This is an optimization exercise on Yosys and OpenROAD, whose aim is small area and a short achievable clock period, not a production implementation.
The RTL was checked by simulation tests, not by an equivalence proof against the original design.
Power figures rest on the tool's default switching activity, not on a simulated workload.

<file path="run.sh">
#!/bin/bash
# synth_recipe.tcl (not shown) runs the flow's synth.tcl, then flattens the netlist and writes it again
# the make line also repeats each setting of config.mk as NAME=value (left out here)
make -C /OpenROAD-flow-scripts/flow DESIGN_CONFIG=/design/flow/config.mk WORK_HOME=/design/flow/orfs CLKGATE_MAP_FILE= SYNTH_SCRIPT=/design/flow/synth_recipe.tcl finish
</file>
<file path="config.mk">
export PLATFORM = sky130hd
export DESIGN_NAME = noc_ring_ni
export DESIGN_NICKNAME = noc_ring_ni
export VERILOG_FILES = /design/flow/design.v
export SDC_FILE = /design/flow/constraint.sdc
export NUM_CORES = 4
export LEC_CHECK = 0
export CAP_MARGIN = 20
export CORE_MARGIN = 2
export CORE_UTILIZATION = 70
export CTS_CLUSTER_DIAMETER = 80
export CTS_CLUSTER_SIZE = 20
export SETUP_SLACK_MARGIN = 4.3
export SLEW_MARGIN = 20
</file>
<file path="constraint.sdc">
create_clock -name core_clock -period 7.0 [get_ports {clk}]
set_input_delay 1.4000 -clock core_clock [delete_from_list [all_inputs] [get_ports {clk}]]
set_output_delay 1.4000 -clock core_clock [all_outputs]
set_load 0.01 [all_outputs]
</file>
<file path="design.v">
`default_nettype none
package noc_ni_pkg;
   typedef enum logic [1:0]
   {
      flit_idle = 2'b00,    
      flit_head = 2'b01,
      flit_body = 2'b10,
      flit_tail = 2'b11
   } flit_type_t;
   typedef enum logic [1:0]
   {
      dest_pass_req  = 2'b00,
      dest_pass_rep  = 2'b01,
      dest_local_req = 2'b10,
      dest_local_rep = 2'b11
   } dest_fifo_t;
   typedef struct packed
   {
      logic [3:0] dest_node;    
      logic [1:0] spare;
      logic [4:0] cmd;          
      logic [4:0] misc;
   } head_flit_t;
   typedef union packed
   {
      head_flit_t  head;
      logic [15:0] body;
   } flit_u;
   typedef struct packed
   {
      flit_type_t ctrl;    
      flit_u      flit;
   } ni_entry_t;
   typedef logic [4:0] cmd_t;
   localparam cmd_t wbrep         = 5'b10000;
   localparam cmd_t c2hinvrep     = 5'b10001;
   localparam cmd_t flushrep      = 5'b10010;
   localparam cmd_t atflurep      = 5'b10011;
   localparam cmd_t shrep         = 5'b11000;
   localparam cmd_t exrep         = 5'b11001;
   localparam cmd_t sh_exrep      = 5'b11010;
   localparam cmd_t scflurep      = 5'b11100;
   localparam cmd_t instrep       = 5'b10100;
   localparam cmd_t c2cinvrep     = 5'b11011;
   localparam cmd_t nackrep       = 5'b10101;
   localparam cmd_t flushfail_rep = 5'b10110;
   localparam cmd_t wbfail_rep    = 5'b10111;
   function automatic logic [3:0] rep_msg_flits(input cmd_t cmd);
      case (cmd)
         atflurep, wbrep:
            rep_msg_flits = 4'd11;    
         exrep, shrep, instrep, sh_exrep:
            rep_msg_flits = 4'd9;
         nackrep, flushrep, c2hinvrep, flushfail_rep, wbfail_rep:
            rep_msg_flits = 4'd3;
         default:
            rep_msg_flits = 4'd1;     
      endcase
   endfunction
   function automatic logic [1:0] len_bits(input cmd_t c);
      len_bits[1] = c[4] && ((!c[3] && !c[2] && (c[1] == c[0]))
                             || (!c[3] && c[2] && !c[1] && !c[0])
                             || (c[3] && !c[2] && !(c[1] && c[0])));
      len_bits[0] = c[4] && !c[3] && (!c[2] || c[1] || c[0]);
   endfunction
endpackage
`default_nettype wire
`default_nettype none
module flit_fifo
#(
   parameter int width     = 18,
   parameter bit port_copy = 1'b0    
)
(
   input  wire              clk,
   input  wire              reset,
   input  wire              wr_en,
   input  wire [width-1:0]  wr_data,
   input  wire              rd_en,
   output logic [width-1:0] rd_data,
   output logic [2:0]       peek_info,    
   output logic             empty,
   output logic             full,
   output logic             not_empty_q,    
   output logic             not_full_q,
   output logic [4:0]       used_slots_q
);
   localparam int ram_depth = 15;
   logic [width-1:0] head_q;
   logic [width-1:0] mem [ram_depth];
   logic             cnt0, cnt1;    
   logic [width-1:0] ram_out;
   logic [3:0]       lo_q;
   logic [4:0]       hi_q;
   function automatic logic occ_is(input logic [3:0] lo, input logic [4:0] hi, input int n);
      occ_is = hi[n / 4] && lo[n % 4];
   endfunction
   always_ff @(posedge clk)
   begin
      if (reset)
      begin
         lo_q <= 4'b0001;
         hi_q <= 5'b00001;
         cnt0 <= 1'b1;
         cnt1 <= 1'b0;
      end
      else if (wr_en != rd_en)
      begin
         if (rd_en)
         begin
            lo_q <= {lo_q[0], lo_q[3:1]};
            if (lo_q[0])
               hi_q <= {1'b0, hi_q[4:1]};
         end
         else
         begin
            lo_q <= {lo_q[2:0], lo_q[3]};
            if (lo_q[3])
               hi_q <= {hi_q[3:0], 1'b0};
         end
         cnt0 <= rd_en && cnt1;
         cnt1 <= rd_en ? occ_is(lo_q, hi_q, 2) : cnt0;
      end
   end
   always_ff @(posedge clk)
   begin
      if (wr_en && !cnt0)
      begin
         mem[0] <= wr_data;
         for (int i = 1; i < ram_depth; i++)
            mem[i] <= mem[i - 1];
      end
   end
   always_comb
   begin
      ram_out = '0;
      for (int i = 0; i < ram_depth; i++)
         ram_out = ram_out | ({width{occ_is(lo_q, hi_q, i + 2)}} & mem[i]);
   end
   logic             take;    
   logic [width-1:0] head_d;
   assign take   = rd_en || cnt0;
   assign head_d = (!cnt0 && !cnt1) ? ram_out : wr_data;    
   always_ff @(posedge clk)
   begin
      if (take)
         head_q <= head_d;
   end
   logic [width-1:0] next_flit;
   assign next_flit = (cnt0 || cnt1) ? wr_data : ram_out;
   assign peek_info = {next_flit[15:12] == 4'd4, noc_ni_pkg::len_bits(next_flit[9:5])};
   if (port_copy)
   begin : g_port
      logic [width-1:0] port_q;
      always_ff @(posedge clk)
      begin
         port_q <= (rd_en || (cnt0 && wr_en)) ? head_d : head_q;
      end
      assign rd_data = port_q;
   end
   else
   begin : g_head
      assign rd_data = head_q;
   end
   assign empty = cnt0;
   assign full  = hi_q[4];
   logic [4:0] used_q;
   logic [4:0] used_inc, used_dec;
   assign used_inc[0] = !used_q[0];
   assign used_inc[1] = used_q[1] ^ used_q[0];
   assign used_inc[2] = used_q[2] ^ (used_q[1] & used_q[0]);
   assign used_inc[3] = used_q[3] ^ (used_q[2] & used_q[1] & used_q[0]);
   assign used_inc[4] = used_q[4] ^ (used_q[3] & used_q[2] & used_q[1] & used_q[0]);
   assign used_dec[0] = !used_q[0];
   assign used_dec[1] = used_q[1] ^ !used_q[0];
   assign used_dec[2] = used_q[2] ^ !(used_q[1] | used_q[0]);
   assign used_dec[3] = used_q[3] ^ !(used_q[2] | used_q[1] | used_q[0]);
   assign used_dec[4] = used_q[4] ^ !(used_q[3] | used_q[2] | used_q[1] | used_q[0]);
   always_ff @(posedge clk)
   begin
      if (reset)
      begin
         used_q      <= '0;
         not_empty_q <= 1'b0;
         not_full_q  <= 1'b1;
      end
      else if (wr_en != rd_en)
      begin
         used_q      <= rd_en ? used_dec : used_inc;
         not_empty_q <= !(rd_en && cnt1);
         not_full_q  <= rd_en || !occ_is(lo_q, hi_q, 15);
      end
   end
   assign used_slots_q = used_q;
endmodule
`default_nettype wire
`default_nettype none
module ring_receive
(
   input  wire         clk,
   input  wire         reset,
   input  wire [1:0]   ctrl_in,
   input  wire [15:0]  flit_in,
   input  wire [1:0]   dest_fifo_in,
   input  wire         en_in_req_deq,
   input  wire         en_in_rep_deq,
   input  wire         pass_req_pop,
   input  wire         pass_rep_pop,
   output logic [16:0] pass_req_head,
   output logic [15:0] pass_rep_head,
   output logic [2:0]  pass_req_peek,
   output logic [2:0]  pass_rep_peek,
   output logic        pass_req_empty,
   output logic        pass_rep_empty,
   output logic [17:0] deq_req_data,
   output logic [17:0] deq_rep_data,
   output logic        req_rdy,
   output logic        rep_rdy,
   output logic        en_pass_req,
   output logic        en_pass_rep,
   output logic        en_local_req,
   output logic        en_local_rep,
   output logic [4:0]  used_slots_pass_rep
);
   logic [3:0] wr_en;
   logic [3:0] empty_q;
   logic [3:0] ne_port;    
   logic [3:0] nf_port;
   for (genvar i = 0; i < 4; i++)
   begin : g_wr
      assign wr_en[i] = (ctrl_in != 2'b00) && (dest_fifo_in == 2'(i));
   end
   flit_fifo #(.width(17)) u_pass_req
   (
      .clk        (clk),
      .reset      (reset),
      .wr_en      (wr_en[0]),
      .wr_data    ({ctrl_in[0], flit_in}),
      .rd_en      (pass_req_pop),
      .rd_data    (pass_req_head),
      .peek_info  (pass_req_peek),
      .empty      (empty_q[0]),
      .full       (),
      .not_empty_q (ne_port[0]),
      .not_full_q  (nf_port[0]),
      .used_slots_q ()
   );
   flit_fifo #(.width(16)) u_pass_rep
   (
      .clk        (clk),
      .reset      (reset),
      .wr_en      (wr_en[1]),
      .wr_data    (flit_in),
      .rd_en      (pass_rep_pop),
      .rd_data    (pass_rep_head),
      .peek_info  (pass_rep_peek),
      .empty      (empty_q[1]),
      .full       (),
      .not_empty_q (ne_port[1]),
      .not_full_q  (nf_port[1]),
      .used_slots_q (used_slots_pass_rep)
   );
   flit_fifo #(.width(18), .port_copy(1)) u_local_req
   (
      .clk        (clk),
      .reset      (reset),
      .wr_en      (wr_en[2]),
      .wr_data    ({ctrl_in, flit_in}),
      .rd_en      (en_in_req_deq),
      .rd_data    (deq_req_data),
      .peek_info  (),
      .empty      (empty_q[2]),
      .full       (),
      .not_empty_q (ne_port[2]),
      .not_full_q  (nf_port[2]),
      .used_slots_q ()
   );
   flit_fifo #(.width(18), .port_copy(1)) u_local_rep
   (
      .clk        (clk),
      .reset      (reset),
      .wr_en      (wr_en[3]),
      .wr_data    ({ctrl_in, flit_in}),
      .rd_en      (en_in_rep_deq),
      .rd_data    (deq_rep_data),
      .peek_info  (),
      .empty      (empty_q[3]),
      .full       (),
      .not_empty_q (ne_port[3]),
      .not_full_q  (nf_port[3]),
      .used_slots_q ()
   );
   assign pass_req_empty = empty_q[0];
   assign pass_rep_empty = empty_q[1];
   assign req_rdy        = ne_port[2];
   assign rep_rdy        = ne_port[3];
   assign en_pass_req  = nf_port[0];
   assign en_pass_rep  = nf_port[1];
   assign en_local_req = nf_port[2];
   assign en_local_rep = nf_port[3];
endmodule
`default_nettype wire
`default_nettype none
module ring_transmit_arbiter
(
   input  wire         clk,
   input  wire         reset,
   input  wire [16:0]  pass_req_head,
   input  wire [15:0]  pass_rep_head,
   input  wire [16:0]  inj_req_head,
   input  wire [15:0]  inj_rep_head,
   input  wire [2:0]   pass_req_peek,
   input  wire [2:0]   pass_rep_peek,
   input  wire [2:0]   inj_req_peek,
   input  wire [2:0]   inj_rep_peek,
   input  wire         pass_req_empty,
   input  wire         pass_rep_empty,
   input  wire         inj_req_empty,
   input  wire         inj_rep_empty,
   input  wire         en_local_req_in,
   input  wire         en_local_rep_in,
   input  wire         en_pass_req_in,
   input  wire         en_pass_rep_in,
   input  wire [4:0]   used_slots_pass_rep_in,
   output logic        pass_req_pop,
   output logic        pass_rep_pop,
   output logic        inj_req_pop,
   output logic        inj_rep_pop,
   output logic [1:0]  ctrl_out,
   output logic [15:0] flit_out,
   output logic [1:0]  dest_fifo_out
);
   localparam logic [3:0] next_node = 4'd4;
   logic [15:0] pay  [4];
   logic [2:0]  peek [4];
   logic [3:0]  ne;           
   logic [3:0]  to_next_q;    
   logic [1:0]  lh_q [2];     
   logic [3:0]  rem_pr, rem_ir;    
   logic        mid_pr, mid_ir;    
   logic        first_pq, first_iq;
   logic [3:0]  held;         
   logic        locked;
   logic        lock_local;   
   logic [3:0]  sel;
   logic [3:0]  loc;
   logic [3:0]  pop_s;
   logic        pop;
   logic        credit_ok;
   logic [1:0]  ctrl_s [4];
   assign pay[0]  = pass_rep_head;
   assign pay[1]  = inj_rep_head;
   assign pay[2]  = pass_req_head[15:0];
   assign pay[3]  = inj_req_head[15:0];
   assign peek[0] = pass_rep_peek;
   assign peek[1] = inj_rep_peek;
   assign peek[2] = pass_req_peek;
   assign peek[3] = inj_req_peek;
   assign ne      = {!inj_req_empty, !pass_req_empty, !inj_rep_empty, !pass_rep_empty};
   assign held   = {!first_iq, !first_pq, mid_ir, mid_pr};
   assign locked = |held;
   always_ff @(posedge clk)
   begin
      for (int s = 0; s < 4; s++)
      begin
         if (pop_s[s] || !ne[s])
            to_next_q[s] <= peek[s][2];
      end
      for (int s = 0; s < 2; s++)
      begin
         if (pop_s[s] || !ne[s])
            lh_q[s] <= peek[s][1:0];
      end
   end
   function automatic logic [1:0] rep_ctrl(input logic mid, input logic [3:0] rem);
      rep_ctrl = !mid ? 2'b01 : (rem == 4'd1) ? 2'b11 : 2'b10;
   endfunction
   assign ctrl_s[0] = rep_ctrl(mid_pr, rem_pr);
   assign ctrl_s[1] = rep_ctrl(mid_ir, rem_ir);
   assign ctrl_s[2] = first_pq ? 2'b01 : {1'b1, pass_req_head[16]};
   assign ctrl_s[3] = first_iq ? 2'b01 : {1'b1, inj_req_head[16]};
   always_comb
   begin
      if (locked)
         sel = held;
      else if (ne[0])
         sel = 4'b0001;
      else if (ne[1])
         sel = 4'b0010;
      else if (ne[2])
         sel = 4'b0100;
      else
         sel = 4'b1000;
   end
   assign loc = locked ? {4{lock_local}} : to_next_q;
   logic ok11, ok9, ok3, ok1;
   logic [4:0] u;
   assign u    = used_slots_pass_rep_in;
   assign ok1  = !u[4];
   assign ok3  = !u[4] && !(u[3] && u[2] && u[1]);
   assign ok9  = !u[4] && !u[3];
   assign ok11 = !u[4] && !u[3] && !(u[2] && u[1]);
   always_comb
   begin
      case (lh_q[1])
         2'b11:   credit_ok = ok11;
         2'b10:   credit_ok = ok9;
         2'b01:   credit_ok = ok3;
         default: credit_ok = ok1;
      endcase
      if (mid_ir || loc[1])
         credit_ok = 1'b1;
   end
   assign pop_s[0] = sel[0] && ne[0] && (loc[0] ? en_local_rep_in : en_pass_rep_in);
   assign pop_s[1] = sel[1] && ne[1] && (loc[1] ? en_local_rep_in : en_pass_rep_in) && credit_ok;
   assign pop_s[2] = sel[2] && ne[2] && (loc[2] ? en_local_req_in : en_pass_req_in);
   assign pop_s[3] = sel[3] && ne[3] && (loc[3] ? en_local_req_in : en_pass_req_in);
   assign pop      = |pop_s;
   assign pass_rep_pop = pop_s[0];
   assign inj_rep_pop  = pop_s[1];
   assign pass_req_pop = pop_s[2];
   assign inj_req_pop  = pop_s[3];
   function automatic logic [3:0] dec4(input logic [3:0] x);
      dec4[0] = !x[0];
      dec4[1] = x[1] ^ !x[0];
      dec4[2] = x[2] ^ !(x[1] | x[0]);
      dec4[3] = x[3] ^ !(x[2] | x[1] | x[0]);
   endfunction
   logic [3:0] rem_pr_nx, rem_ir_nx;
   assign rem_pr_nx = mid_pr ? dec4(rem_pr) : {lh_q[0][1], 1'b0, lh_q[0][0], 1'b0};
   assign rem_ir_nx = mid_ir ? dec4(rem_ir) : {lh_q[1][1], 1'b0, lh_q[1][0], 1'b0};
   always_ff @(posedge clk)
   begin
      if (reset)
      begin
         rem_pr   <= 4'd0;
         rem_ir   <= 4'd0;
         mid_pr   <= 1'b0;
         mid_ir   <= 1'b0;
         first_pq <= 1'b1;
         first_iq <= 1'b1;
      end
      else
      begin
         if (pop_s[0])
         begin
            rem_pr <= rem_pr_nx;
            mid_pr <= rem_pr_nx != 4'd0;
         end
         if (pop_s[1])
         begin
            rem_ir <= rem_ir_nx;
            mid_ir <= rem_ir_nx != 4'd0;
         end
         if (pop_s[2])
            first_pq <= !first_pq && pass_req_head[16];    
         if (pop_s[3])
            first_iq <= !first_iq && inj_req_head[16];
      end
   end
   always_ff @(posedge clk)
   begin
      if (!locked)
         lock_local <= |(sel & to_next_q);
   end
   logic [1:0]  sel_ctrl;
   logic [15:0] sel_pay;
   logic        sel_loc;
   always_comb
   begin
      sel_ctrl = '0;
      sel_pay  = '0;
      sel_loc  = 1'b0;
      for (int s = 0; s < 4; s++)
      begin
         sel_ctrl = sel_ctrl | ({2{sel[s]}} & ctrl_s[s]);
         sel_pay  = sel_pay  | ({16{sel[s]}} & pay[s]);
         sel_loc  = sel_loc  | (sel[s] & loc[s]);
      end
   end
   always_ff @(posedge clk)
   begin
      if (reset)
         ctrl_out <= 2'b00;
      else
         ctrl_out <= pop ? sel_ctrl : 2'b00;
   end
   always_ff @(posedge clk)
   begin
      flit_out      <= sel_pay;
      dest_fifo_out <= {sel_loc, !sel[2] && !sel[3]};
   end
endmodule
`default_nettype wire
`default_nettype none
module network_interface
(
   input  wire         clk,
   input  wire         reset,
   input  wire [1:0]   ctrl_in,
   input  wire [15:0]  flit_in,
   input  wire [1:0]   dest_fifo_in,
   output logic        en_pass_req,
   output logic        en_pass_rep,
   output logic        en_local_req,
   output logic        en_local_rep,
   output logic [4:0]  used_slots_pass_rep,
   input  wire [17:0]  enq_req_data,
   input  wire [17:0]  enq_rep_data,
   input  wire         en_out_req_enq,
   input  wire         en_out_rep_enq,
   output logic        out_req_rdy,
   output logic        out_rep_rdy,
   output logic [17:0] deq_req_data,
   output logic [17:0] deq_rep_data,
   output logic        req_rdy,
   output logic        rep_rdy,
   input  wire         en_in_req_deq,
   input  wire         en_in_rep_deq,
   input  wire         en_local_req_in,
   input  wire         en_local_rep_in,
   input  wire         en_pass_req_in,
   input  wire         en_pass_rep_in,
   input  wire [4:0]   used_slots_pass_rep_in,
   output logic [1:0]  ctrl_out,
   output logic [15:0] flit_out,
   output logic [1:0]  dest_fifo_out
);
   logic [16:0] pass_req_head, inj_req_head;
   logic [15:0] pass_rep_head, inj_rep_head;
   logic [2:0]  pass_req_peek, inj_req_peek;    
   logic [2:0]  pass_rep_peek, inj_rep_peek;
   logic      pass_req_empty, pass_rep_empty;
   logic      inj_req_empty, inj_rep_empty;
   logic      inj_req_nf, inj_rep_nf;
   logic      pass_req_pop, pass_rep_pop;
   logic      inj_req_pop, inj_rep_pop;
   assign out_req_rdy = inj_req_nf;
   assign out_rep_rdy = inj_rep_nf;
   ring_receive u_receive
   (
      .clk                 (clk),
      .reset               (reset),
      .ctrl_in             (ctrl_in),
      .flit_in             (flit_in),
      .dest_fifo_in        (dest_fifo_in),
      .en_in_req_deq       (en_in_req_deq),
      .en_in_rep_deq       (en_in_rep_deq),
      .pass_req_pop        (pass_req_pop),
      .pass_rep_pop        (pass_rep_pop),
      .pass_req_head       (pass_req_head),
      .pass_rep_head       (pass_rep_head),
      .pass_req_peek       (pass_req_peek),
      .pass_rep_peek       (pass_rep_peek),
      .pass_req_empty      (pass_req_empty),
      .pass_rep_empty      (pass_rep_empty),
      .deq_req_data        (deq_req_data),
      .deq_rep_data        (deq_rep_data),
      .req_rdy             (req_rdy),
      .rep_rdy             (rep_rdy),
      .en_pass_req         (en_pass_req),
      .en_pass_rep         (en_pass_rep),
      .en_local_req        (en_local_req),
      .en_local_rep        (en_local_rep),
      .used_slots_pass_rep (used_slots_pass_rep)
   );
   flit_fifo #(.width(17)) u_inj_req
   (
      .clk        (clk),
      .reset      (reset),
      .wr_en      (en_out_req_enq),
      .wr_data    ({enq_req_data[16], enq_req_data[15:0]}),
      .rd_en      (inj_req_pop),
      .rd_data    (inj_req_head),
      .peek_info  (inj_req_peek),
      .empty      (inj_req_empty),
      .full       (),
      .not_empty_q (),
      .not_full_q  (inj_req_nf),
      .used_slots_q ()
   );
   flit_fifo #(.width(16)) u_inj_rep
   (
      .clk        (clk),
      .reset      (reset),
      .wr_en      (en_out_rep_enq),
      .wr_data    (enq_rep_data[15:0]),
      .rd_en      (inj_rep_pop),
      .rd_data    (inj_rep_head),
      .peek_info  (inj_rep_peek),
      .empty      (inj_rep_empty),
      .full       (),
      .not_empty_q (),
      .not_full_q  (inj_rep_nf),
      .used_slots_q ()
   );
   ring_transmit_arbiter u_transmit
   (
      .clk                    (clk),
      .reset                  (reset),
      .pass_req_head          (pass_req_head),
      .pass_rep_head          (pass_rep_head),
      .inj_req_head           (inj_req_head),
      .inj_rep_head           (inj_rep_head),
      .pass_req_peek          (pass_req_peek),
      .pass_rep_peek          (pass_rep_peek),
      .inj_req_peek           (inj_req_peek),
      .inj_rep_peek           (inj_rep_peek),
      .pass_req_empty         (pass_req_empty),
      .pass_rep_empty         (pass_rep_empty),
      .inj_req_empty          (inj_req_empty),
      .inj_rep_empty          (inj_rep_empty),
      .en_local_req_in        (en_local_req_in),
      .en_local_rep_in        (en_local_rep_in),
      .en_pass_req_in         (en_pass_req_in),
      .en_pass_rep_in         (en_pass_rep_in),
      .used_slots_pass_rep_in (used_slots_pass_rep_in),
      .pass_req_pop           (pass_req_pop),
      .pass_rep_pop           (pass_rep_pop),
      .inj_req_pop            (inj_req_pop),
      .inj_rep_pop            (inj_rep_pop),
      .ctrl_out               (ctrl_out),
      .flit_out               (flit_out),
      .dest_fifo_out          (dest_fifo_out)
   );
endmodule
`default_nettype wire
`default_nettype none
module noc_ring_ni
(
   input  wire        clk,
   input  wire        reset,
   input  wire [1:0]  ctrl_in,
   input  wire [15:0] flit_in,
   input  wire [1:0]  dest_fifo_in,
   output wire        en_pass_req,
   output wire        en_pass_rep,
   output wire        en_local_req,
   output wire        en_local_rep,
   output wire [4:0]  used_slots_pass_rep,
   input  wire [17:0] enq_req_data,
   input  wire [17:0] enq_rep_data,
   input  wire        en_out_req_enq,
   input  wire        en_out_rep_enq,
   output wire        out_req_rdy,
   output wire        out_rep_rdy,
   output wire [17:0] deq_req_data,
   output wire [17:0] deq_rep_data,
   output wire        req_rdy,
   output wire        rep_rdy,
   input  wire        en_in_req_deq,
   input  wire        en_in_rep_deq,
   input  wire        en_local_req_in,
   input  wire        en_local_rep_in,
   input  wire        en_pass_req_in,
   input  wire        en_pass_rep_in,
   input  wire [4:0]  used_slots_pass_rep_in,
   output wire [1:0]  ctrl_out,
   output wire [15:0] flit_out,
   output wire [1:0]  dest_fifo_out
);
   network_interface u_ni
   (
      .clk                    (clk),
      .reset                  (reset),
      .ctrl_in                (ctrl_in),
      .flit_in                (flit_in),
      .dest_fifo_in           (dest_fifo_in),
      .en_pass_req            (en_pass_req),
      .en_pass_rep            (en_pass_rep),
      .en_local_req           (en_local_req),
      .en_local_rep           (en_local_rep),
      .used_slots_pass_rep    (used_slots_pass_rep),
      .enq_req_data           (enq_req_data),
      .enq_rep_data           (enq_rep_data),
      .en_out_req_enq         (en_out_req_enq),
      .en_out_rep_enq         (en_out_rep_enq),
      .out_req_rdy            (out_req_rdy),
      .out_rep_rdy            (out_rep_rdy),
      .deq_req_data           (deq_req_data),
      .deq_rep_data           (deq_rep_data),
      .req_rdy                (req_rdy),
      .rep_rdy                (rep_rdy),
      .en_in_req_deq          (en_in_req_deq),
      .en_in_rep_deq          (en_in_rep_deq),
      .en_local_req_in        (en_local_req_in),
      .en_local_rep_in        (en_local_rep_in),
      .en_pass_req_in         (en_pass_req_in),
      .en_pass_rep_in         (en_pass_rep_in),
      .used_slots_pass_rep_in (used_slots_pass_rep_in),
      .ctrl_out               (ctrl_out),
      .flit_out               (flit_out),
      .dest_fifo_out          (dest_fifo_out)
   );
endmodule
`default_nettype wire
</file>
==> results.cfg, run 1 <==
[worst_hold_path]
hold_path_class = flop to flop
whs_path_depth = 0

[global_route]
grt_overflow_total = 0
grt_max_degree = 125
grt_pass1_wl_mm = 245
grt_pass1_vias = 38700
grtUsageTotal = 0.333
antenna_found_initial = 7

[sta]
setup-violations-final = 0
fin_ws_ns = 4.29
fmax_mhz = 370
tns_ns = 0
timing.final.crit_share = 0.386
fin_crit_ns = 2.71
grt_setup_unrepaired = true
report.final.slew_viol_count = 0
skew_ns = 0.0194
whs_ns = 0.447
hold_violations = 0
slew_headroom = 0.300
worstMarginPinSlew_ns = 1.05

[drt]
drt_iter0_markers = 7941
vias_per_cell = 7.46
finalWirelength_mm = 165
first_pass_iters = 11
vias = 40500
wl_per_cell_um = 30.5
drc = 0
antenna_left = 0

[pwr]
combPwrFrac = 0.111
ir_drop_mv = 0.246
clkPwrFrac = 0.289
power_density_nw_per_um2 = 288
p_sw_w = 0.00515
sequentialPowerShare = 0.599
p_int_w = 0.0158
swShare = 0.246
leakagePower_nw = 22.8

[floorplanning]
die_y_um = 312
core-area_sq_um = 93600
io_pins = 140
core.rowCount = 112
start_util = 0.708
die_w_um = 312
fp.dieArea_sq_um = 97200

[logic_synthesis]
postSynthCellCount = 3963
synth.most_common_cell = edfxtp_1
netlist_area_sq_um = 66300
yosysTopAreaCell = edfxtp_1
synth_edf_count = 1641
ys.flop_type = edfxtp_1
yosys.cell_types.count = 83
syn_nets = 4040
synth_top_area_frac = 0.743
yosysWarnings = 11
ys_seq_area_frac = 0.787
syn_area_per_cell_sq_um = 16.7
synth_commonest_cells = edfxtp_1 (1641), a22oi_1 (294), clkbuf_1 (217), a222oi_1 (214), nor2_1 (210)
ys_ff_latch = 1788
async_reset_ff_frac = 0
synthTopCellsByArea = edfxtp_1 (74%), dfxtp_1 (4.4%), a22oi_1 (3.3%), a222oi_1 (3.2%), a22o_1 (1.3%)

[layout]
syn2layout_area_growth_pct = 10.0
multi_input_area_sq_um = 13200
final_cell_area_sq_um = 73000
regArea_sq_um = 52300
fillers = 5262
drive_gt1_frac = 0.120
nets = 4158

[setup_path]
start_kind = input port
critical_path_class = input port to flop
reg2regPathDepth = 5
arrival_ns = 3.30
critPathMaxFanout = 8
end_kind = flop
crit_required_ns = 7.59

[clock_tree]
cts_tree = yes
cts_inserted_buffers = 99
clkSinkCount = 1788
clk_latency_ns = 0.70
root_buffer = clkbuf_16
cts_buffer_depth = 3
path_clk_slew_ns = 0.09
htreeDepth = 3
hold_buffers = 0

[placement]
gp_congestion = 0.879
portBuffers = 135
pre_cts_ws_ns = 2.10
placed_area_sq_um = 69100
hpwl_mm = 95.0

[run_status]
status = complete, no violations

[flow_run]
cap_violations = 0
registers in the layout (all words and copies together), names as in the netlist, 16 cells and up:
register                                  flops
u_ni.u_receive.u_pass_req.head_q             17
u_ni.u_receive.u_pass_rep.mem               240
u_ni.u_receive.u_local_rep.head_q            18
u_ni.u_inj_rep.mem                          240
u_ni.u_transmit.flit_out                     16
u_ni.u_receive.u_local_rep.g_port.port_q     18
u_ni.u_receive.u_pass_req.mem               255
u_ni.u_inj_req.mem                          255
u_ni.u_receive.u_pass_rep.head_q             16
u_ni.u_inj_req.head_q                        17
u_ni.u_inj_rep.head_q                        16
u_ni.u_receive.u_local_req.head_q            18
u_ni.u_receive.u_local_rep.mem              270
u_ni.u_receive.u_local_req.mem              270
u_ni.u_receive.u_local_req.g_port.port_q     18
critical path, cell delays in order:
cell and delay [ns]:
clkdlybuf4s50_1 0.92, o21ai_0 0.50, nand2_1 0.18, mux2_2 0.29
layer usage:
metal	share of wire	wire [um]	vias to the layer above	GRT usage
li1	-	-	16700	-
met1	0.38	62600	20300	0.480
met2	0.47	77300	3035	0.519
met3	0.11	18200	376	0.0560
met4	0.043	7070	4	0.134
met5	0.00015	25	-	0
power groups by stage:
stage | clock network, W | registers (W) | logic [W]
floorplan | 0 | 0.0127 | 0.00130
global placement | 0 | 0.0128 | 0.00217
detailed placement | 0 | 0.0128 | 0.00223
CTS | 0.00613 | 0.0126 | 0.00227
global route | 0.00649 | 0.0126 | 0.00245
finish | 0.00607 | 0.0126 | 0.00233
through the flow:
step                      power (W)   util  instances
after CTS                    0.0210  0.778       5411
after global placement       0.0149  0.738       5171
after global routing         0.0216  0.779       5421
after detailed placement     0.0150  0.738       5171
final                        0.0210  0.779       5425
after floorplan              0.0140      -       3963
what timing repair did:
action | in CTS | in global routing
setup buffers | 41 | 7
cloned | 13 | 2
endpoints found under the hold margin | 0 | 0
endpoints found under the setup margin | 1735 | 952
pin swaps | 15 | 6
gates resized for setup | 324 | 70
area by class of cell:
type	instances	area share
Sequential cell	1788	0.716
Multi-Input combinational cell	1840	0.181
Clock buffer	184	0.0395
Timing Repair Buffer	287	0.0378
Tap cell	1254	0.0215
Inverter	65	0.00364
Clock inverter	2	0.000343
Antenna cell	5	0.000171
worst paths after layout:
kind	slack [ns]	endpoint	startpoint
max	4.29	u_ni.u_receive.u_local_req.g_port.port_q[11]	flit_in[11]
min	0.45	u_ni.u_receive.u_pass_rep.mem[8][10]	u_ni.u_receive.u_pass_rep.mem[7][10]
max reg2reg	4.34	u_ni.u_receive.u_local_rep.g_port.port_q[15]	u_ni.u_receive.u_local_rep.hi_q[4]
min reg2reg	0.45	u_ni.u_receive.u_pass_rep.mem[8][10]	u_ni.u_receive.u_pass_rep.mem[7][10]
layout by cell type (no fill, tap or decap), types with 10 or more instances in the layout:
cell type | Yosys | routed
nand3_1 | 59 | 59
nor4_1 | 26 | 24
nand2_1 | 127 | 127
edfxtp_1 | 1641 | 1641
clkbuf_16 | 0 | 104
clkdlybuf4s50_1 | 0 | 49
buf_2 | 10 | 23
a221oi_1 | 37 | 35
o221a_2 | 13 | 13
nor3_1 | 41 | 39
clkbuf_2 | 0 | 13
a31oi_1 | 42 | 40
inv_1 | 58 | 54
o221ai_1 | 12 | 12
mux2_2 | 39 | 39
clkdlybuf4s15_2 | 0 | 19
a41oi_1 | 13 | 13
clkdlybuf4s15_1 | 0 | 16
o211ai_1 | 17 | 17
a32oi_1 | 41 | 41
buf_4 | 0 | 126
and2_1 | 21 | 17
dfxtp_2 | 0 | 24
o21ai_0 | 64 | 59
nor2_2 | 1 | 12
a22oi_1 | 294 | 293
dfxtp_1 | 147 | 117
a32o_1 | 15 | 15
o22ai_1 | 84 | 82
mux2i_1 | 12 | 10
nor2_4 | 0 | 10
nor2b_1 | 14 | 14
a211oi_1 | 20 | 20
nor2_1 | 210 | 195
a22o_1 | 96 | 95
and3_1 | 12 | 11
a222oi_1 | 214 | 214
clkbuf_1 | 217 | 81
o22a_1 | 28 | 28
a21oi_1 | 130 | 126
cells by family (layout without fill, tap and decap cells):
group	after synthesis	count (layout)	share of synthesized area
simple gates	562	569	0.0396
other cells	0	5	0
buf+inv	342	538	0.0196
flops	1788	1788	0.787
compound gates	1203	1203	0.142
fa+ha+maj	6	6	0.00113
mux	54	54	0.00908
xor+xnor	8	8	0.00117
==> run 2, diff against run 1 <==
--- a/config.mk
+++ b/config.mk
@@ -7,8 +7,8 @@
 export LEC_CHECK = 0
 export CAP_MARGIN = 20
 export CORE_MARGIN = 2
-export CORE_UTILIZATION = 70
-export CTS_CLUSTER_DIAMETER = 80
-export CTS_CLUSTER_SIZE = 20
-export SETUP_SLACK_MARGIN = 4.3
+export CORE_UTILIZATION = 75
+export CTS_CLUSTER_DIAMETER = 60
+export CTS_CLUSTER_SIZE = 16
+export SETUP_SLACK_MARGIN = 4.4
 export SLEW_MARGIN = 20
==> results.cfg, run 2 <==
[logic_synthesis]
postSynthCellCount = 3963
synthSimpleGateAreaFrac = 0.0396
synth_compound_area_frac = 0.142
ys_seq_area_frac = 0.787
yosys.cell_types.count = 83
synth_edf_count = 1641
async_reset_ff_frac = 0
yosys.area_share.xor_xnor = 0.00117
syn_nets = 4040
ys_ff_latch = 1788
yosysTopAreaCell = edfxtp_1
synth.most_common_cell = edfxtp_1
synth_commonest_cells = edfxtp_1 (1641), a22oi_1 (294), clkbuf_1 (217), a222oi_1 (214), nor2_1 (210)
synth_top_family_by_area = compound AO/OA/AOI/OAI gates
netlist_area_sq_um = 66300
ys.flop_type = edfxtp_1
yosysWarnings = 11
yosys.area_share.adder = 0.00113
synth_top_area_frac = 0.743
syn_area_per_cell_sq_um = 16.7
muxShareOfSynthArea = 0.00908
synthTopCellsByArea = edfxtp_1 (74%), dfxtp_1 (4.4%), a22oi_1 (3.3%), a222oi_1 (3.2%), a22o_1 (1.3%)

[worst_hold_path]
whs_path_depth = 0
hold_path_class = flop to flop

[pwr]
ir_drop_mv = 0.288
leakagePower_nw = 23.4
power_density_nw_per_um2 = 301
report.power.total_w = 0.0223

[sta]
fin_crit_ns = 2.68
setup-violations-final = 0
fmax_mhz = 374
grt_setup_unrepaired = true
whs_ns = 0.446
worstMarginPinSlew_ns = 1.11
hold_violations = 0
skew_ns = 0.0255
tns_ns = 0
report.final.slew_viol_count = 0
timing.final.crit_share = 0.382
slew_headroom = 0.261

[layout]
regArea_sq_um = 52300
syn2layout_area_growth_pct = 11.8
drive_gt1_frac = 0.149
final_cell_mix = edfxtp_1 (1641), a22oi_1 (293), a222oi_1 (214)
nets = 4197
multi_input_area_sq_um = 13200
fillers = 3960
reg_top3 = u_ni.u_receive.u_local_rep.mem x270, u_ni.u_receive.u_local_req.mem x270
layout_commonest_cell = edfxtp_1

[drt]
vias_per_cell = 7.70
first_pass_iters = 9
top_layer = met5
antenna_left = 0
route.met3.wl_mm = 21.3
met1Wirelength_mm = 59.8
drc = 0
drt_iter0_markers = 7455
route.met2.wl_mm = 79.1
wl_per_cell_um = 31.3
finalWirelength_mm = 168
vias = 41300

[global_route]
grt_max_degree = 151
grt_overflow_total = 0
grt_pass1_vias = 39700
antenna_found_initial = 7
grtUsageTotal = 0.364
grt_pass1_wl_mm = 246

[setup_path]
r2r_slack_ns = 4.37
cp_slowest_stage_delay_ns = 1.02
worstSetupEndpoint = u_ni.u_transmit.to_next_q[0]
slowest_stage = clkdlybuf4s50_1
startpoint = flit_in[15]
cp.depth = 4
crit_required_ns = 7.48
critical_path_class = input port to flop
start_kind = input port
r2r-start = u_ni.u_receive.u_local_rep.lo_q[0]
critPathTopFamily = buffers and inverters
critPathMaxFanout = 8
critPathBufInv = 1
crit_path_cell_trace = clkdlybuf4s50_1 -> nor2_1 -> a41oi_1 -> nor4_1
rr_endpoint = u_ni.u_receive.u_local_rep.g_port.port_q[13]
end_kind = flop
arrival_ns = 3.16
reg2regPathDepth = 6

[clock_tree]
root_buffer = clkbuf_16
htreeDepth = 4
cts_tree = yes
path_clk_slew_ns = 0.07
cts_buffer_depth = 3
clkSinkCount = 1788
cts_inserted_buffers = 132
clk_latency_ns = 0.76

[run_status]
status = complete, no violations

[placement]
portBuffers = 135
hpwl_mm = 95.5
gp_congestion = 0.904

[flow_run]
cap_violations = 0

[floorplanning]
start_util = 0.754
fp.dieArea_sq_um = 90800
io_pins = 140
core-area_sq_um = 88000
die_y_um = 301
core.rowCount = 109
die_w_um = 301
-- run 2: kinds of logic (layout without fill, tap and decap cells) --
kind of cell | Yosys count | count (layout)
AOI/OAI and AO/OA | 1203 | 1203
xor gates and xnor gates | 8 | 8
adders and majority gates | 6 | 6
buffers and inverters | 342 | 575
DFF | 1788 | 1788
muxes | 54 | 54
other | 0 | 2
and+or+nand+nor | 562 | 565
-- run 2: power by group --
part	switching, W	leakage [nW]	internal [W]
Clock	0.00352	1.87	0.00376
Sequential	0.000393	16.3	0.0122
Combinational	0.00153	5.18	0.000877
-- run 2: worst min-delay path by stage --
stage / from / endpoint / slack [ns]
global placement: u_ni.u_receive.u_pass_rep.mem[3][7] / u_ni.u_receive.u_pass_rep.mem[4][7] / 0.43
CTS: u_ni.u_inj_rep.mem[8][0] / u_ni.u_inj_rep.mem[9][0] / 0.44
global route: u_ni.u_receive.u_local_rep.mem[13][17] / u_ni.u_receive.u_local_rep.mem[14][17] / 0.45
floorplan: u_ni.u_receive.u_pass_req.head_q[0] / u_ni.u_transmit.flit_out[0] / 0.41
detailed placement: u_ni.u_receive.u_pass_rep.mem[2][1] / u_ni.u_receive.u_pass_rep.mem[3][1] / 0.43
finish: u_ni.u_receive.u_local_rep.mem[12][16] / u_ni.u_receive.u_local_rep.mem[13][16] / 0.45
-- run 2: per-layer routing --
metal	up-vias	GRT usage
li1	16800	-
met3	480	0.0754
met4	2	0.172
met5	-	0
met1	20500	0.511
met2	3612	0.559
-- run 2: what timing repair did --
action	CTS	global route
setup buffers	39	26
cloned	10	0
resized for setup	484	89
setup endpoints to repair	1745	1041
pin swaps	13	15
hold buffers	0	0
-- run 2: through the flow --
stage	utilization	cell area [sq um]	setup WS (ns)	instances
after floorplan	-	66400	0.873	3963
after global placement	0.784	68900	2.56	5076
after detailed placement	0.784	68900	2.54	5076
after CTS	0.838	73700	4.30	5338
after global routing	0.843	74100	4.26	5364
final	0.843	74100	4.32	5366
-- run 2: final cells by class --
class                           count  share of cell area
Antenna cell                        2           0.0000675
Clock buffer                      200              0.0514
Clock inverter                     13             0.00108
Inverter                           65             0.00390
Multi-Input combinational cell   1836               0.178
Sequential cell                  1788               0.706
Tap cell                         1165              0.0197
Timing Repair Buffer              297              0.0399
==> run 3, diff against run 2 <==
--- a/config.mk
+++ b/config.mk
@@ -8,7 +8,7 @@
 export CAP_MARGIN = 20
 export CORE_MARGIN = 2
 export CORE_UTILIZATION = 75
-export CTS_CLUSTER_DIAMETER = 60
-export CTS_CLUSTER_SIZE = 16
-export SETUP_SLACK_MARGIN = 4.4
+export CTS_CLUSTER_DIAMETER = 70
+export CTS_CLUSTER_SIZE = 18
+export SETUP_SLACK_MARGIN = 4.5
 export SLEW_MARGIN = 20
==> results.cfg, run 3 <==
[placement]
hpwl_mm = 95.5
gp_congestion = 0.904
portBuffers = 135
dp.cells = 5076

[sta]
fmax_mhz = 376
setup-violations-final = 0
report.final.slew_viol_count = 0
slew_headroom = 0.254
whs_ns = 0.447
worstMarginPinSlew_ns = 1.12
hold_violations = 0
timing.final.crit_share = 0.379
fin_crit_ns = 2.66
grt_setup_unrepaired = true
skew_ns = 0.0219
tns_ns = 0

[drt]
drt_iter0_markers = 8076
antenna_left = 0
wl_per_cell_um = 32.1
vias_per_cell = 7.76
finalWirelength_mm = 174
vias = 42200
drc = 0
first_pass_iters = 12

[global_route]
grtUsageTotal = 0.370
grt_max_degree = 151
grt_overflow_total = 0
antenna_found_initial = 4
grt_pass1_vias = 40300
grt_pass1_wl_mm = 250

[layout]
regArea_sq_um = 52400
drive_gt1_frac = 0.164
multi_input_area_sq_um = 13400
nets = 4246
utilization = 0.851
reg_top3 = u_ni.u_receive.u_local_rep.mem x270, u_ni.u_receive.u_local_req.mem x270
layout.cells.non_filler = 5432
fillers = 3868
syn2layout_area_growth_pct = 12.9
layout_commonest_cell = edfxtp_1
final_cell_mix = edfxtp_1 (1641), a22oi_1 (291), a222oi_1 (214)

[setup_path]
start_kind = flop
critical_path_class = flop to flop
cp_slowest_stage_delay_ns = 0.42
arrival_ns = 3.12
critPathMaxFanout = 28
startpoint = u_ni.u_receive.u_pass_rep.lo_q[0]
slowest_stage = dfxtp_4
r2r-start = u_ni.u_receive.u_pass_rep.lo_q[0]
crit_path_cell_trace = buf_8 -> a22o_1 -> a222oi_1 -> o2111ai_1 -> o22ai_2 -> inv_1 -> o311a_1
end_kind = flop
crit_required_ns = 7.46
critPathTopFamily = compound AO/OA/AOI/OAI gates
critPathBufInv = 2

[logic_synthesis]
ys_seq_area_frac = 0.787
yosys.cell_types.count = 83
synth.most_common_cell = edfxtp_1
async_reset_ff_frac = 0
synth_top_area_frac = 0.743
synthTopCellsByArea = edfxtp_1 (74%), dfxtp_1 (4.4%), a22oi_1 (3.3%), a222oi_1 (3.2%), a22o_1 (1.3%)
netlist_area_sq_um = 66300
syn_area_per_cell_sq_um = 16.7
ys_ff_latch = 1788
yosysWarnings = 11
synth_edf_count = 1641
postSynthCellCount = 3963
syn_nets = 4040
ys.flop_type = edfxtp_1
synth_commonest_cells = edfxtp_1 (1641), a22oi_1 (294), clkbuf_1 (217), a222oi_1 (214), nor2_1 (210)
yosysTopAreaCell = edfxtp_1

[floorplanning]
die_w_um = 301
die_y_um = 301
core.rowCount = 109
start_util = 0.754
fp.dieArea_sq_um = 90800
core-area_sq_um = 88000
io_pins = 140

[clock_tree]
cts_tree = yes
root_buffer = clkbuf_16
clkSinkCount = 1788
clk_latency_ns = 0.72
htreeDepth = 3
hold_buffers = 0
cts_inserted_buffers = 109
cts_buffer_depth = 3
path_clk_slew_ns = 0.09

[pwr]
power_density_nw_per_um2 = 290
leakagePower_nw = 23.6
ir_drop_mv = 0.282

[flow_run]
cap_violations = 0

[worst_hold_path]
min_from = u_ni.u_inj_rep.mem[1][4]
hold_path_class = flop to flop

[run_status]
status = complete, no violations
[run 3: cell count changes in the layout (fill, tap and decap cells not counted), moves of 6 or more]
cell	delta
clkbuf_1	+32
clkbuf_16	-27
buf_4	+26
buf_12	+14
buf_16	+14
buf_6	+10
buf_8	+8
clkbuf_2	-6
dfxtp_4	+6
o21ai_0	-6
[run 3: final timing paths]
path              slack (ns)                          to  cells after the start
setup / recovery        4.34  u_ni.u_transmit.lh_q[0][1]                      7
hold / removal          0.45    u_ni.u_inj_rep.mem[2][4]                      0
setup reg to reg        4.34  u_ni.u_transmit.lh_q[0][1]                      7
hold reg to reg         0.45    u_ni.u_inj_rep.mem[2][4]                      0
[run 3: final cells by class]
class	instances	area share
tap	1165	0.0195
multi-input combinational	1836	0.179
antenna	2	0.0000669
timing repair buffer	369	0.0544
inverter	65	0.00405
clock inverter	6	0.00104
sequential	1788	0.700
clock buffer	201	0.0422
[run 3: worst register-to-register path: stages (launching register included)]
cell       delay, ns
dfxtp_4         0.42
buf_8           0.21
a22o_1          0.25
a222oi_1        0.42
o2111ai_1       0.30
o22ai_2         0.33
inv_1           0.11
o311a_1         0.37
[run 3: metal layers]
layer  routed length [um]  global-route usage  vias to the layer above
met4                 8980               0.185                        4
met3                22600              0.0733                      546
met2                82200               0.571                     3951
li1                     -                   -                    16900
met1                60600               0.515                    20800
met5                   26                   0                        -
[run 3: report_power, final]
| part | total (W) | switching [W] | internal (W) |
|---|---|---|---|
| logic | 0.00257 | 0.00160 | 0.000968 |
| clock network | 0.00647 | 0.00339 | 0.00308 |
| registers | 0.0126 | 0.000404 | 0.0122 |
| total | 0.0217 | 0.00539 | 0.0163 |
[run 3: timing repair]
item / 4_1_cts / 5_1_grt
gates resized for setup: 570 / 154
gates cloned: 25 / 6
pin swaps: 20 / 36
setup endpoints to repair: 1830 / 1255
setup buffers: 72 / 44
[run 3: logic make-up after synthesis]
group           after synthesis  synth area share
flops                      1788             0.787
mux                          54           0.00908
compound gates             1203             0.142
fa+ha+maj                     6           0.00113
xor+xnor                      8           0.00117
buf+inv                     342            0.0196
simple gates                562            0.0396
[run 3: per-stage QoR]
step                      worst slack (ns)  instance area [sq um]  power, W
final                                 4.34                  74800    0.0217
after global routing                  4.34                  74800    0.0222
after CTS                             4.35                  73900    0.0214
after detailed placement              2.54                  68900    0.0150
after global placement                2.56                  68900    0.0149
after floorplan                      0.873                  66400    0.0140
==> run 4, diff against run 3 <==
--- a/config.mk
+++ b/config.mk
@@ -7,8 +7,8 @@
 export LEC_CHECK = 0
 export CAP_MARGIN = 20
 export CORE_MARGIN = 2
-export CORE_UTILIZATION = 75
+export CORE_UTILIZATION = 78
 export CTS_CLUSTER_DIAMETER = 70
 export CTS_CLUSTER_SIZE = 18
-export SETUP_SLACK_MARGIN = 4.5
+export SETUP_SLACK_MARGIN = 4.4
 export SLEW_MARGIN = 20
==> results.cfg, run 4 <==
[clock_tree]
hold_buffers = 0
cts_inserted_buffers = 109
cts_buffer_depth = 3
clkSinkCount = 1788
cts_tree = yes
htreeDepth = 3
root_buffer = clkbuf_16
path_clk_slew_ns = 0.08
clk_latency_ns = 0.70

[run_status]
status = complete, no violations

[global_route]
grt_max_degree = 88
grt_overflow_total = 0
grtUsageTotal = 0.386
grt_util_met3 = 0.0808
grt_pass1_vias = 40500
top_usage_layer = met2
grt_pass1_wl_mm = 250
grtUsageMet1 = 0.530
gr-usage-met2 = 0.602
antenna_found_initial = 5

[drt]
antenna_left = 0
first_pass_iters = 10
wl_per_cell_um = 32.3
vias_per_cell = 7.89
finalWirelength_mm = 172
drc = 0
drt_iter0_markers = 8161
vias = 42100

[logic_synthesis]
ys_seq_area_frac = 0.787
syn_area_per_cell_sq_um = 16.7
syn_nets = 4040
yosys.area_share.adder = 0.00113
synthSimpleGateAreaFrac = 0.0396
postSynthCellCount = 3963
yosys.cell_types.count = 83
ys_ff_latch = 1788
synth_compound_area_frac = 0.142
synth_top_family_by_area = compound AO/OA/AOI/OAI gates
yosysWarnings = 11
synth_edf_count = 1641
synthTopCellsByArea = edfxtp_1 (74%), dfxtp_1 (4.4%), a22oi_1 (3.3%), a222oi_1 (3.2%), a22o_1 (1.3%)
yosys.area_share.xor_xnor = 0.00117
synth_top_area_frac = 0.743
ys.flop_type = edfxtp_1
synth_commonest_cells = edfxtp_1 (1641), a22oi_1 (294), clkbuf_1 (217), a222oi_1 (214), nor2_1 (210)
netlist_area_sq_um = 66300
synth.most_common_cell = edfxtp_1
async_reset_ff_frac = 0
yosysTopAreaCell = edfxtp_1
muxShareOfSynthArea = 0.00908

[setup_path]
cp.depth = 7
end_kind = flop
critPathMaxFanout = 45
critical_path_class = flop to flop
arrival_ns = 3.12
critPathBufInv = 2
start_kind = flop
crit_top_cell = buf_4
crit_required_ns = 7.43
reg2regPathDepth = 7
slowest_stage = a2111oi_4
cp_slowest_stage_delay_ns = 0.44
crit_path_cell_trace = buf_4 -> and2_2 -> buf_4 -> a222oi_1 -> o221ai_1 -> a2111oi_4 -> nor2_1
critPathTopFamily = compound AO/OA/AOI/OAI gates

[floorplanning]
die_w_um = 296
core-area_sq_um = 84000
start_util = 0.790
core.rowCount = 106
die_y_um = 296
io_pins = 140
fp.dieArea_sq_um = 87400

[worst_hold_path]
hold_path_class = flop to flop
whs_path_depth = 0

[placement]
dp.cells = 5040
hpwl_mm = 95.6
portBuffers = 135
placed_area_sq_um = 68900
pre_cts_ws_ns = 2.11
gp_congestion = 0.901

[sta]
hold_violations = 0
skew_ns = 0.0319
grt_setup_unrepaired = true
fin_ws_ns = 4.31
worstMarginPinSlew_ns = 1.23
setup-violations-final = 0
report.final.slew_viol_count = 0
slew_headroom = 0.181
tns_ns = 0
fmax_mhz = 372
fin_crit_ns = 2.69
timing.final.crit_share = 0.384

[layout]
syn2layout_area_growth_pct = 10.9
layout_commonest_cell = edfxtp_1
reg_top3 = u_ni.u_receive.u_local_rep.mem x270, u_ni.u_receive.u_local_req.mem x270
layout.cells.non_filler = 5337
nets = 4179
drive_gt1_frac = 0.137
final_cell_area_sq_um = 73500
final_cell_mix = edfxtp_1 (1641), a22oi_1 (293), a222oi_1 (214)

[pwr]
power_density_nw_per_um2 = 291
ir_drop_mv = 0.272
leakagePower_nw = 23.1

[flow_run]
cap_violations = 0
run 4: cell counts after synthesis:
No cell type changed its count.
run 4: power breakdown:
| group | leakage [nW] | switching, W | internal, W |
|---|---|---|---|
| logic | 5.25 | 0.00158 | 0.000831 |
| registers | 16.3 | 0.000377 | 0.0122 |
| clock network | 1.51 | 0.00336 | 0.00302 |
run 4: final timing paths:
| path | startpoint | endpoint | slack (ns) |
|---|---|---|---|
| max | u_ni.u_receive.u_pass_req.lo_q[0] | u_ni.u_receive.u_pass_req.head_q[6] | 4.31 |
| min | u_ni.u_receive.u_pass_req.mem[12][12] | u_ni.u_receive.u_pass_req.mem[13][12] | 0.43 |
| max reg2reg | u_ni.u_receive.u_pass_req.lo_q[0] | u_ni.u_receive.u_pass_req.head_q[6] | 4.31 |
| min reg2reg | u_ni.u_receive.u_pass_req.mem[12][12] | u_ni.u_receive.u_pass_req.mem[13][12] | 0.43 |
run 4: worst register-to-register path, cell delays in order (launching register included):
cell and delay (ns):
dfxtp_1 0.31, buf_4 0.31, and2_2 0.40, buf_4 0.21
a222oi_1 0.32, o221ai_1 0.31, a2111oi_4 0.44, nor2_1 0.12
run 4: logic make-up after synthesis:
logic type | Yosys count
AO/OA/AOI/OAI | 1203
XOR/XNOR | 8
adder cells (fa/ha/maj) | 6
buffers and inverters | 342
flip-flops | 1788
multiplexers | 54
AND/OR/NAND/NOR | 562
run 4: repair_timing:
action,CTS,global route
pin swaps,21,17
endpoints found under the setup margin,1802,598
gates resized for setup,450,93
gates cloned,18,3
buffers inserted,50,14
run 4: final cells by class:
type | count | area (sq um)
sequential | 1788 | 52300
tap | 1134 | 1420
timing repair buffer | 299 | 2970
multi-input combinational | 1839 | 13400
clock inverter | 5 | 57.6
clock buffer | 202 | 3130
fill | 3342 | 10400
inverter | 65 | 290
antenna | 5 | 12.5
run 4: metal layers:
layer	part of all wire	up-vias
met3	0.14	631
met1	0.33	20500
met2	0.47	4210
met4	0.056	4
li1	-	16800
met5	0.00016	-
run 4: metrics by stage:
| stage | power, W | utilization | hold WS, ns |
|---|---|---|---|
| floorplan | 0.0140 | - | 0.408 |
| global placement | 0.0149 | 0.821 | 0.426 |
| detailed placement | 0.0150 | 0.821 | 0.431 |
| CTS | 0.0212 | 0.870 | 0.437 |
| global route | 0.0219 | 0.876 | 0.448 |
| finish | 0.0214 | 0.876 | 0.430 |
==> run 5, diff against run 4 <==
--- a/config.mk
+++ b/config.mk
@@ -7,8 +7,9 @@
 export LEC_CHECK = 0
 export CAP_MARGIN = 20
 export CORE_MARGIN = 2
-export CORE_UTILIZATION = 78
+export CORE_UTILIZATION = 75
 export CTS_CLUSTER_DIAMETER = 70
 export CTS_CLUSTER_SIZE = 18
 export SETUP_SLACK_MARGIN = 4.4
 export SLEW_MARGIN = 20
+export TNS_END_PERCENT = 20
==> results.cfg, run 5 <==
[global_route]
grt_overflow_total = 0
grtUsageTotal = 0.365
antenna_found_initial = 6
grt_pass1_vias = 39500
top_usage_layer = met2
grt_max_degree = 166
grt_pass1_wl_mm = 247
gr-usage-met2 = 0.564
grtUsageMet1 = 0.508
grt_util_met3 = 0.0785

[drt]
finalWirelength_mm = 169
drc = 0
wl_per_cell_um = 31.4
vias = 41400
first_pass_iters = 10
antenna_left = 0
vias_per_cell = 7.70
drt_iter0_markers = 7934

[setup_path]
r2r_slack_ns = 4.26
end_kind = flop
start_kind = input port
arrival_ns = 3.41
cp_slowest_stage_delay_ns = 0.67
reg2regPathDepth = 6
critPathMaxFanout = 73
cp.depth = 5
critPathBufInv = 3
slowest_stage = buf_4
critical_path_class = input port to flop
r2r-start = u_ni.u_receive.u_local_req.hi_q[1]
critPathTopFamily = buffers and inverters
crit_path_cell_trace = buf_4 -> inv_1 -> buf_16 -> and2_1 -> a32o_1
rr_endpoint = u_ni.u_receive.u_local_req.g_port.port_q[8]
crit_required_ns = 7.62

[layout]
layout_commonest_cell = edfxtp_1
nets = 4189
layout.cells.non_filler = 5379
utilization = 0.837
drive_gt1_frac = 0.117
syn2layout_area_growth_pct = 11.0
reg_top3 = u_ni.u_receive.u_local_rep.mem x270, u_ni.u_receive.u_local_req.mem x270
final_cell_mix = edfxtp_1 (1641), a22oi_1 (293), a222oi_1 (214)

[pwr]
leakagePower_nw = 23.2
ir_drop_mv = 0.286
power_density_nw_per_um2 = 291

[sta]
worstMarginPinSlew_ns = 1.15
hold_violations = 0
setup-violations-final = 0
grt_setup_unrepaired = true
fin_ws_ns = 4.21
skew_ns = 0.0248
fmax_mhz = 358
fin_crit_ns = 2.79
report.final.slew_viol_count = 0
tns_ns = 0
timing.final.crit_share = 0.399
slew_headroom = 0.230

[worst_hold_path]
min_to = u_ni.u_receive.u_pass_req.mem[6][8]
hold_path_class = flop to flop
whs_path_depth = 0
min_from = u_ni.u_receive.u_pass_req.mem[5][8]

[logic_synthesis]
synthTopCellsByArea = edfxtp_1 (74%), dfxtp_1 (4.4%), a22oi_1 (3.3%), a222oi_1 (3.2%), a22o_1 (1.3%)
netlist_area_sq_um = 66300
ys.flop_type = edfxtp_1
syn_area_per_cell_sq_um = 16.7
yosysWarnings = 11
yosys.area_share.xor_xnor = 0.00117
ys_seq_area_frac = 0.787
synth_compound_area_frac = 0.142
ys_ff_latch = 1788
yosys.area_share.adder = 0.00113
syn_nets = 4040
synth.most_common_cell = edfxtp_1
muxShareOfSynthArea = 0.00908
synth_edf_count = 1641
yosysTopAreaCell = edfxtp_1
synth_top_family_by_area = compound AO/OA/AOI/OAI gates
synthSimpleGateAreaFrac = 0.0396
synth_top_area_frac = 0.743
yosys.cell_types.count = 83
async_reset_ff_frac = 0
postSynthCellCount = 3963
synth_commonest_cells = edfxtp_1 (1641), a22oi_1 (294), clkbuf_1 (217), a222oi_1 (214), nor2_1 (210)

[floorplanning]
core-area_sq_um = 88000
fp.dieArea_sq_um = 90800
io_pins = 140
start_util = 0.754
die_y_um = 301
core.rowCount = 109
die_w_um = 301

[clock_tree]
cts_buffer_depth = 3
path_clk_slew_ns = 0.08
hold_buffers = 0
cts_tree = yes
cts_inserted_buffers = 109
root_buffer = clkbuf_16
htreeDepth = 3
clkSinkCount = 1788
clk_latency_ns = 0.73

[placement]
dp.cells = 5077
portBuffers = 135
hpwl_mm = 96.2
pre_cts_ws_ns = 2.17
gp_congestion = 0.899

[run_status]
status = complete, no violations

[flow_run]
cap_violations = 0
run 5: cell types whose count changed in the layout (fill, tap and decap cells not counted), sizes merged, moves of 2 or more:
cell           before  now
bufbuf              6    4
clkbuf            208  214
clkinvlp           11    9
inv                54   56
buf               230  173
dlymetal6s2s        4    9
clkdlybuf4s50      46   50
dlygate4sd2         6   58
run 5: metal layers:
| layer | vias up | share of wire |
|---|---|---|
| met3 | 539 | 0.13 |
| li1 | 16800 | - |
| met2 | 3659 | 0.47 |
| met1 | 20400 | 0.35 |
| met4 | 2 | 0.049 |
| met5 | - | 0.000041 |
run 5: area by class of cell:
| cell class | instances | area, sq um |
|---|---|---|
| Sequential cell | 1788 | 52300 |
| Timing Repair Buffer | 310 | 3140 |
| Fill cell | 4078 | 14400 |
| Tap cell | 1165 | 1460 |
| Clock buffer | 200 | 3110 |
| Multi-Input combinational cell | 1838 | 13300 |
| Clock inverter | 7 | 82.6 |
| Inverter | 65 | 282 |
| Antenna cell | 6 | 15.0 |
run 5: worst max-delay path by stage:
stage                                              from                              endpoint  slack [ns]
global placement                             ctrl_in[1]   u_ni.u_receive.u_pass_req.mem[2][0]        2.31
CTS                           used_slots_pass_rep_in[2]                u_ni.u_inj_rep.hi_q[2]        4.15
detailed placement                           ctrl_in[1]   u_ni.u_receive.u_pass_req.mem[0][0]        2.17
floorplan                                    ctrl_in[0]  u_ni.u_receive.u_local_req.mem[0][0]        0.87
finish                                            reset                u_ni.u_inj_req.hi_q[4]        4.21
global route        u_ni.u_receive.u_pass_rep.used_q[1]                used_slots_pass_rep[1]        4.19
run 5: cells by family after synthesis:
group                    Yosys count
multiplexers                      54
buffers and inverters            342
AND/OR/NAND/NOR                  562
adder cells (fa/ha/maj)            6
AO/OA/AOI/OAI                   1203
XOR/XNOR                           8
flip-flops                      1788
run 5: metrics by stage:
| stage | total power [W] | area, sq um | hold slack, ns |
|---|---|---|---|
| 2_1_floorplan | 0.0140 | 66400 | 0.408 |
| 3_3_place_gp | 0.0149 | 69000 | 0.427 |
| 3_5_place_dp | 0.0150 | 69000 | 0.433 |
| 4_1_cts | 0.0212 | 72900 | 0.445 |
| 5_1_grt | 0.0219 | 73600 | 0.449 |
| 6_report | 0.0214 | 73600 | 0.442 |
run 5: power breakdown:
group | switching, W | total [W] | leakage (nW) | internal [W]
Sequential | 0.000387 | 0.0126 | 16.3 | 0.0122
Combinational | 0.00153 | 0.00238 | 5.33 | 0.000845
Clock | 0.00335 | 0.00640 | 1.51 | 0.00304
run 5: repair_timing:
action / in CTS / in global routing
buffers inserted: 29 / 40
gates resized for setup: 170 / 112
setup endpoints to repair: 1665 / 1697
pin swaps: 12 / 11
gates cloned: 16 / 3
==> run 6, diff against run 5 <==
--- a/config.mk
+++ b/config.mk
@@ -12,4 +12,3 @@
 export CTS_CLUSTER_SIZE = 18
 export SETUP_SLACK_MARGIN = 4.4
 export SLEW_MARGIN = 20
-export TNS_END_PERCENT = 20
==> results.cfg, run 6 <==
[global_route]
grtUsageTotal = 0.362
grt_pass1_wl_mm = 246
grt_overflow_total = 0
antenna_found_initial = 8
grt_max_degree = 136
grt_pass1_vias = 39800

[setup_path]
reg2regPathDepth = 5
r2r_slack_ns = 4.39
crit_top_cell = buf_4
r2r-start = u_ni.u_inj_req.lo_q[3]
critical_path_class = input port to flop
cp_slowest_stage_delay_ns = 0.53
start_kind = input port
end_kind = flop
crit_path_cell_trace = clkdlybuf4s15_2 -> or3b_4 -> o21a_4 -> buf_4 -> buf_4 -> a222oi_1 -> or2_4
crit_required_ns = 7.66
arrival_ns = 3.30
rr_endpoint = u_ni.u_inj_req.head_q[0]
slowest_stage = or3b_4
critPathMaxFanout = 6

[logic_synthesis]
postSynthCellCount = 3963
netlist_area_sq_um = 66300
yosysWarnings = 11
ys_ff_latch = 1788
yosys.cell_types.count = 83
async_reset_ff_frac = 0
yosysTopAreaCell = edfxtp_1
syn_nets = 4040
synthTopCellsByArea = edfxtp_1 (74%), dfxtp_1 (4.4%), a22oi_1 (3.3%), a222oi_1 (3.2%), a22o_1 (1.3%)
syn_area_per_cell_sq_um = 16.7
synth_commonest_cells = edfxtp_1 (1641), a22oi_1 (294), clkbuf_1 (217), a222oi_1 (214), nor2_1 (210)
synth.most_common_cell = edfxtp_1
synth_top_area_frac = 0.743
synth_edf_count = 1641
ys_seq_area_frac = 0.787
ys.flop_type = edfxtp_1

[placement]
dp.cells = 5076
gp_congestion = 0.904
placed_area_sq_um = 68900
pre_cts_ws_ns = 2.54
hpwl_mm = 95.5
portBuffers = 135

[sta]
worstMarginPinSlew_ns = 0.972
skew_ns = 0.0196
tns_ns = 0
report.final.slew_viol_count = 0
timing.final.crit_share = 0.377
grt_setup_unrepaired = true
fin_crit_ns = 2.64
setup-violations-final = 0
slew_headroom = 0.351
hold_violations = 0
fin_ws_ns = 4.36
fmax_mhz = 379

[floorplanning]
die_y_um = 301
start_util = 0.754
io_pins = 140
core.rowCount = 109
core-area_sq_um = 88000
fp.dieArea_sq_um = 90800
die_w_um = 301

[layout]
layout_commonest_cell = edfxtp_1
reg_top3 = u_ni.u_receive.u_local_rep.mem x270, u_ni.u_receive.u_local_req.mem x270
layout.cells.non_filler = 5367
utilization = 0.834
final_cell_mix = edfxtp_1 (1641), a22oi_1 (293), a222oi_1 (214)
final_cell_area_sq_um = 73400
nets = 4180
drive_gt1_frac = 0.136
syn2layout_area_growth_pct = 10.7

[clock_tree]
cts_buffer_depth = 3
htreeDepth = 3
cts_tree = yes
root_buffer = clkbuf_16
cts_inserted_buffers = 109
clk_latency_ns = 0.71
path_clk_slew_ns = 0.09
clkSinkCount = 1788

[run_status]
status = complete, no violations

[drt]
first_pass_iters = 13
vias = 41100
vias_per_cell = 7.66
drc = 0
antenna_left = 0
finalWirelength_mm = 167
wl_per_cell_um = 31.2
drt_iter0_markers = 7802

[worst_hold_path]
min_to = u_ni.u_inj_rep.mem[2][4]
hold_path_class = flop to flop
min_from = u_ni.u_inj_rep.mem[1][4]
whs_path_depth = 0

[flow_run]
cap_violations = 0

[pwr]
ir_drop_mv = 0.285
power_density_nw_per_um2 = 292
leakagePower_nw = 23.1
==> run 6: changes by cell type in the layout (fill, tap and decap cells not counted), moves of 6 or more <==
cell           delta
buf_12            -6
buf_2            +51
buf_4             -6
buf_6            +20
dfxtp_1          -19
dfxtp_2           +6
dfxtp_4          +13
dlygate4sd2_1    -54
==> run 6: repair_timing <==
item | CTS | global route
pin swaps | 14 | 15
setup buffers | 43 | 21
hold buffers | 0 | 0
gates resized for setup | 464 | 76
endpoints found under the setup margin | 1748 | 900
cloned | 14 | 3
==> run 6: critical path: cells and delay by family <==
| family | cells | cell delay (ns) |
|---|---|---|
| and+or+nand+nor | 2 | 0.72 |
| AOI/OAI and AO/OA | 2 | 0.56 |
| buffers and inverters | 3 | 0.61 |
==> run 6: worst max path at each step <==
stage,cells after the start,to,from
final,7,u_ni.u_receive.u_pass_rep.lo_q[0],dest_fifo_in[1]
after detailed placement,7,u_ni.u_receive.u_pass_rep.hi_q[2],ctrl_in[1]
after global placement,7,u_ni.u_receive.u_pass_rep.used_q[3],ctrl_in[1]
after global routing,6,u_ni.u_inj_req.hi_q[1],u_ni.u_receive.u_pass_rep.cnt0
after CTS,1,used_slots_pass_rep[4],u_ni.u_receive.u_pass_rep.used_q[4]
after floorplan,3,u_ni.u_receive.u_local_req.mem[0][0],ctrl_in[0]
==> run 6: stage by stage <==
step	power (W)	hold WS, ns
after CTS	0.0213	0.447
final	0.0214	0.438
after global placement	0.0149	0.426
after floorplan	0.0140	0.408
after detailed placement	0.0150	0.432
after global routing	0.0219	0.452
==> run 6: layout make-up <==
| type | instances | area, sq um |
|---|---|---|
| Multi-Input combinational cell | 1837 | 13200 |
| Clock inverter | 6 | 77.6 |
| Sequential cell | 1788 | 52300 |
| Inverter | 65 | 292 |
| Tap cell | 1165 | 1460 |
| Antenna cell | 3 | 7.51 |
| Fill cell | 4096 | 14600 |
| Timing Repair Buffer | 302 | 2890 |
| Clock buffer | 201 | 3160 |
==> run 6: cells by family after synthesis <==
kind of cell,after synthesis,share of synthesized area
flip-flops,1788,0.787
AO/OA/AOI/OAI,1203,0.142
AND/OR/NAND/NOR,562,0.0396
buffers and inverters,342,0.0196
multiplexers,54,0.00908
XOR/XNOR,8,0.00117
adder cells (fa/ha/maj),6,0.00113
==> run 6: power by group <==
part,switching [W],internal (W)
combinational,0.00152,0.000829
sequential,0.000379,0.0122
clock,0.00336,0.00308
==> run 6: routing by layer <==
| layer | global-route usage | share of wire | wire length [um] | vias to the layer above |
|---|---|---|---|---|
| met4 | 0.167 | 0.049 | 8240 | 2 |
| met2 | 0.559 | 0.47 | 78100 | 3569 |
| met5 | 0 | 0.000072 | 12 | - |
| met1 | 0.512 | 0.36 | 59400 | 20300 |
| met3 | 0.0691 | 0.13 | 21500 | 478 |
| li1 | - | - | - | 16800 |

==> afterwards: timing with drivers on the ports <==
How much do the figures lean on ideal ports? The routed layouts below were timed once more, with nothing changed but the port constraints.
Step 1, drivers: a clkbuf_16 drives clk and a buf_2 each remaining input, both assumed.
Step 2 adds t to the input delays and takes it off the output delays; t is the mean of the earliest and latest rising clock arrival at the registers after step 1. Input paths then give back, and output paths get back, about the clock's delay inside the block.
Three values: ideal, step 1, step 2; two values: the first two.
run	t (ns)	setup slack, ns	worst setup path after step 2	latest minus earliest clock arrival (ns)	pins driven straight from the clock port
run 1	0.770	4.295 / 4.259 / 3.519	input to register	0.026 / 0.026	1
run 2	0.819	4.323 / 4.267 / 3.495	input to register	0.032 / 0.031	1
run 3	0.778	4.344 / 4.304 / 3.664	input to register	0.024 / 0.024	1
run 4	0.765	4.315 / 4.315 / 3.591	input to register	0.039 / 0.040	1
run 5	0.785	4.210 / 4.143 / 3.468	input to register	0.030 / 0.030	1
run 6	0.771	4.360 / 4.304 / 3.589	input to register	0.025 / 0.024	1
After both steps every run listed still meets setup and hold. The setup slack of run 2, which loses most, moves by -0.056 ns with the drivers and by -0.828 ns with both steps.
